This design comes from an exercise in tuning for small area on the open sky130 flow, not from production work.
Where RTL was checked, it was by simulation tests only, not by an equivalence proof against the original.

==> flow/design.v <==
package img_params_pkg;
  localparam int IMG_WIDTH_DEF  = 220;
  localparam int IMG_HEIGHT_DEF = 220;
  localparam int DATA_WIDTH_DEF = 8;
  localparam int WIN_ELEMS  = 9;
  localparam int WIN_CENTRE = 4;
  typedef enum logic [2:0] {
    ST_IDLE   = 3'd0,
    ST_ACTIVE = 3'd1,
    ST_EOL    = 3'd2,
    ST_FLUSH  = 3'd3,
    ST_DONE   = 3'd4
  } gw_state_e;
endpackage
module gray_line_ram #(
  parameter int DEPTH = 443,
  parameter int DW    = 8
) (
  input  logic                clk,
  input  logic                en,
  input  logic                en0,
  input  logic [DW-1:0]       din,
  output logic [DEPTH*DW-1:0] q
);
  logic [DW-1:0]           head_q;
  logic [(DEPTH-1)*DW-1:0] tail_q;
  always_ff @(posedge clk) begin
    if (en || en0) head_q <= din;
    if (en)        tail_q <= {tail_q[(DEPTH-2)*DW-1:0], head_q};
  end
  assign q = {tail_q, head_q};
endmodule
import img_params_pkg::*;
module gray_window_3x3 #(
  parameter int IMG_WIDTH  = img_params_pkg::IMG_WIDTH_DEF,
  parameter int IMG_HEIGHT = img_params_pkg::IMG_HEIGHT_DEF,
  parameter int DATA_WIDTH = img_params_pkg::DATA_WIDTH_DEF
) (
  input  logic                              clk,
  input  logic                              rstn,
  input  logic                              start,
  input  logic                              in_valid,
  input  logic [DATA_WIDTH-1:0]             in_data,
  output logic                              in_ready,
  output logic                              win_valid,
  output logic [9*DATA_WIDTH-1:0]           win_data,
  output logic [$clog2(IMG_HEIGHT)-1:0]     out_row,
  output logic [$clog2(IMG_WIDTH)-1:0]      out_col,
  output logic                              busy,
  output logic                              done
);
  localparam int DW    = DATA_WIDTH;
  localparam int W     = IMG_WIDTH;
  localparam int AW    = $clog2(IMG_WIDTH);
  localparam int RW    = $clog2(IMG_HEIGHT);
  localparam int DEPTH = 2 * W + 3;
  img_params_pkg::gw_state_e    state_q, state_d;
  logic [AW-1:0]                ccol_q, ccol_d;
  logic [RW-1:0]                crow_q, crow_d;
  logic                         win_valid_q, win_valid_d;
  logic                         done_q, done_d;
  logic                         in_ready_q, in_ready_d;
  logic                         accept;
  logic                         first;
  logic                         shift_en;
  logic [DEPTH*DW-1:0]          line_q;
  logic                         pt, pb, pl, pr;
  assign accept   = in_valid && in_ready_q;
  assign first    = (ccol_q == AW'(W - 1));
  assign shift_en = (accept && !first) || (state_q == ST_EOL) ||
                    (state_q == ST_FLUSH);
  gray_line_ram #(.DEPTH(DEPTH), .DW(DW)) u_line (
    .clk  (clk),
    .en   (shift_en),
    .en0  (accept),
    .din  (~in_data),
    .q    (line_q)
  );
  always_comb begin
    state_d     = state_q;
    ccol_d      = ccol_q;
    crow_d      = crow_q;
    win_valid_d = 1'b0;
    done_d      = 1'b0;
    case (state_q)
      ST_IDLE: begin
        if (start) begin
          state_d = ST_ACTIVE;
          ccol_d  = AW'(W - 1);
          crow_d  = RW'(-2);
        end
      end
      ST_ACTIVE: begin
        if (accept) begin
          ccol_d = (ccol_q == AW'(W)) ? '0 : ccol_q + AW'(1);
          if (first) crow_d = crow_q + RW'(1);
          else       win_valid_d = (crow_q != '1);
          if (ccol_q == AW'(W - 3)) state_d = ST_EOL;
        end
      end
      ST_EOL: begin
        ccol_d      = AW'(W - 1);
        win_valid_d = (crow_q != '1);
        state_d     = (crow_q == RW'(IMG_HEIGHT - 2)) ? ST_FLUSH : ST_ACTIVE;
      end
      ST_FLUSH: begin
        win_valid_d = 1'b1;
        crow_d      = RW'(IMG_HEIGHT - 1);
        if (crow_q != RW'(IMG_HEIGHT - 1)) ccol_d = '0;
        else                               ccol_d = ccol_q + AW'(1);
        if (crow_q == RW'(IMG_HEIGHT - 1) && ccol_q == AW'(W - 2))
          state_d = ST_DONE;
      end
      ST_DONE: begin
        state_d = ST_IDLE;
        done_d  = 1'b1;
      end
      default: state_d = ST_IDLE;
    endcase
    in_ready_d = (state_d == ST_ACTIVE);
  end
  always_ff @(posedge clk or negedge rstn) begin
    if (!rstn) begin
      state_q     <= ST_IDLE;
      win_valid_q <= 1'b0;
      done_q      <= 1'b0;
      in_ready_q  <= 1'b0;
    end else begin
      state_q     <= state_d;
      win_valid_q <= win_valid_d;
      done_q      <= done_d;
      in_ready_q  <= in_ready_d;
    end
  end
  always_ff @(posedge clk) begin
    ccol_q <= ccol_d;
    crow_q <= crow_d;
  end
  assign pt = (crow_q == '0);
  assign pb = (crow_q == RW'(IMG_HEIGHT - 1));
  assign pl = (ccol_q == '0);
  assign pr = (ccol_q == AW'(W - 1));
  for (genvar gi = 0; gi < 3; gi++) begin : g_r
    for (genvar gj = 0; gj < 3; gj++) begin : g_c
      localparam int K = 3*gi + gj;
      localparam int P = (2 - gi) * W + (2 - gj);
      logic kill;
      assign kill = (gi == 0 && pt) || (gi == 2 && pb) ||
                    (gj == 0 && pl) || (gj == 2 && pr);
      assign win_data[DW*K +: DW] = ~(line_q[DW*P +: DW] | {DW{kill}});
    end
  end
  assign in_ready  = in_ready_q;
  assign win_valid = win_valid_q;
  assign out_row   = crow_q;
  assign out_col   = ccol_q;
  assign busy      = (state_q != ST_IDLE);
  assign done      = done_q;
endmodule
==> flow/config.mk <==
export PLATFORM = sky130hd
export DESIGN_NAME = gray_window_3x3
export DESIGN_NICKNAME = gray_window_3x3
export VERILOG_FILES = /design/flow/design.v
export SDC_FILE = /design/flow/constraint.sdc
export NUM_CORES = 4
export LEC_CHECK = 0
export CAP_MARGIN = 20
export CORE_MARGIN = 2
export CORE_UTILIZATION = 50
export PLACE_DENSITY = 0.6
export SLEW_MARGIN = 20
==> flow/constraint.sdc <==
create_clock -name core_clock -period 10.0 [get_ports {clk}]
set_input_delay 2.0000 -clock core_clock [delete_from_list [all_inputs] [get_ports {clk}]]
set_output_delay 2.0000 -clock core_clock [all_outputs]
set_load 0.01 [all_outputs]
standard.sh (not shown) runs the stock make flow with config.mk's settings and CLKGATE_MAP_FILE= SYNTH_SCRIPT=/design/flow/synth_recipe.tcl, a recipe that flattens the netlist after the stock synthesis.
==> flow/flow/run.sh <==
#!/bin/bash
# The standard layout (standard.sh), with two changes passed through the
# environment: clock tree synthesis without dummy loads and with clustering
# of our own choice, and the smallest buffer for the port buffers.
export CTS_ARGS="-sink_clustering_enable -repair_clock_nets -dont_use_dummy_load -buf_list sky130_fd_sc_hd__clkbuf_8 -sink_clustering_size 18 -sink_clustering_max_diameter 60"
export BUFFER_PORTS_ARGS="-buffer_cell sky130_fd_sc_hd__buf_1"
bash standard.sh > standard_sh.log 2>&1
Rerun with:
--- a/flow/design.v
+++ b/flow/design.v
@@ -21,16 +21,18 @@
   input  logic                en0,
   input  logic [DW-1:0]       din,
   output logic [DEPTH*DW-1:0] q
 );
   logic [DW-1:0]           head_q;
-  logic [(DEPTH-1)*DW-1:0] tail_q;
+  logic [(DEPTH-2)*DW-1:0] mid_q;
+  logic [DW-1:0]           last_q;
   always_ff @(posedge clk) begin
     if (en || en0) head_q <= din;
-    if (en)        tail_q <= {tail_q[(DEPTH-2)*DW-1:0], head_q};
+    if (en)        mid_q  <= {mid_q[(DEPTH-3)*DW-1:0], head_q};
+    last_q <= mid_q[(DEPTH-2)*DW-1 -: DW];
   end
-  assign q = {tail_q, head_q};
+  assign q = {last_q, mid_q, head_q};
 endmodule
 import img_params_pkg::*;
 module gray_window_3x3 #(
   parameter int IMG_WIDTH  = img_params_pkg::IMG_WIDTH_DEF,
   parameter int IMG_HEIGHT = img_params_pkg::IMG_HEIGHT_DEF,
Maximum frequency is lower by 3.5%.
Clock-buffer cell count goes down by 1.
Via count shrinks by 0.57%.
Synthesized cell count hardly moves.
Register-to-register slack is worse by 0.35 ns.
Worst hold slack degrades by 0.017 ns.
Clock skew rose by 0.069 ns.
Cell count is about the same.
Setup slack degrades by 0.20 ns.
Only the layout flow was run in the first run of this note; the RTL was not checked for function there.

// gray_window_3x3: RTL as listed in full above, without the edits since
clock: 10.0 ns
lec_check: 0
cap_margin: 20
core_margin: 2
core_utilization: 60
place_density: 0.7
slew_margin: 20
==> flow/flow/run.sh <==
#!/bin/bash
# The standard layout (standard.sh), with two changes passed through the
# environment: clock tree synthesis without dummy loads and with clustering
# of our own choice, and the smallest buffer for the port buffers.
export CTS_ARGS="-sink_clustering_enable -repair_clock_nets -dont_use_dummy_load -buf_list sky130_fd_sc_hd__clkbuf_8 -sink_clustering_size 18 -sink_clustering_max_diameter 50"
export BUFFER_PORTS_ARGS="-buffer_cell sky130_fd_sc_hd__buf_1"
bash standard.sh > standard_sh.log 2>&1
Then changed:
--- a/flow/design.v
+++ b/flow/design.v
@@ -23,12 +23,14 @@
   output logic [DEPTH*DW-1:0] q
 );
   logic [DW-1:0]           head_q;
-  logic [(DEPTH-1)*DW-1:0] tail_q;
+  logic [(DEPTH-2)*DW-1:0] mid_q;
+  logic [DW-1:0]           last_q;
   always_ff @(posedge clk) begin
     if (en || en0) head_q <= din;
-    if (en)        tail_q <= {tail_q[(DEPTH-2)*DW-1:0], head_q};
+    if (en)        mid_q  <= {mid_q[(DEPTH-3)*DW-1:0], head_q};
+    last_q <= mid_q[(DEPTH-2)*DW-1 -: DW];
   end
-  assign q = {tail_q, head_q};
+  assign q = {last_q, mid_q, head_q};
 endmodule
 import img_params_pkg::*;
 module gray_window_3x3 #(
Effect: Global-route usage stays flat. Via count goes down by 0.70%. Synthesized cell count barely changes. Clock-buffer cell count goes down by 4. Sequential cell count does not change. Wire length goes up by 0.95%. Clock skew goes down by 0.018 ns. Register-to-register slack gains 0.22 ns. Hold slack gains 0.032 ns.
For the first run of this note, only the layout was checked, not whether the RTL still works.

[what the ideal ports hide]
No port has a modelled driver above. Below, the same layouts with a new extraction and two added sets of constraints. Step 1 sets driving cells, clkbuf_16 on the clock port and buf_2 on the other inputs (assumed; they add their load-dependent delay and slew). Step 2, shift: input delay + t, output delay - t, t = (earliest + latest rising clock arrival at the registers) / 2. This alone moves slack from input paths to output paths. Three values: ideal ports, drivers, drivers and shift; two values: the first two.
| run | shift t [ns] | slack for setup (ns) | worst setup path after step 2 | clock arrival spread, ns | cell pins on the clock port's net |
|---|---|---|---|---|---|
| the first run of note 1 | 1.005 | 4.532 / 4.457 / 4.936 | input to register | 0.090 / 0.090 | 1 |
| the second run of note 1 | 0.970 | 4.336 / 4.260 / 4.710 | input to register | 0.143 / 0.144 | 1 |
| the first run of note 2 | 0.969 | 4.033 / 3.959 / 4.682 | input to register | 0.119 / 0.119 | 1 |
| the second run of note 2 | 0.989 | 4.378 / 4.302 / 4.702 | input to register | 0.114 / 0.114 | 1 |
After both steps every run listed still meets setup and hold.
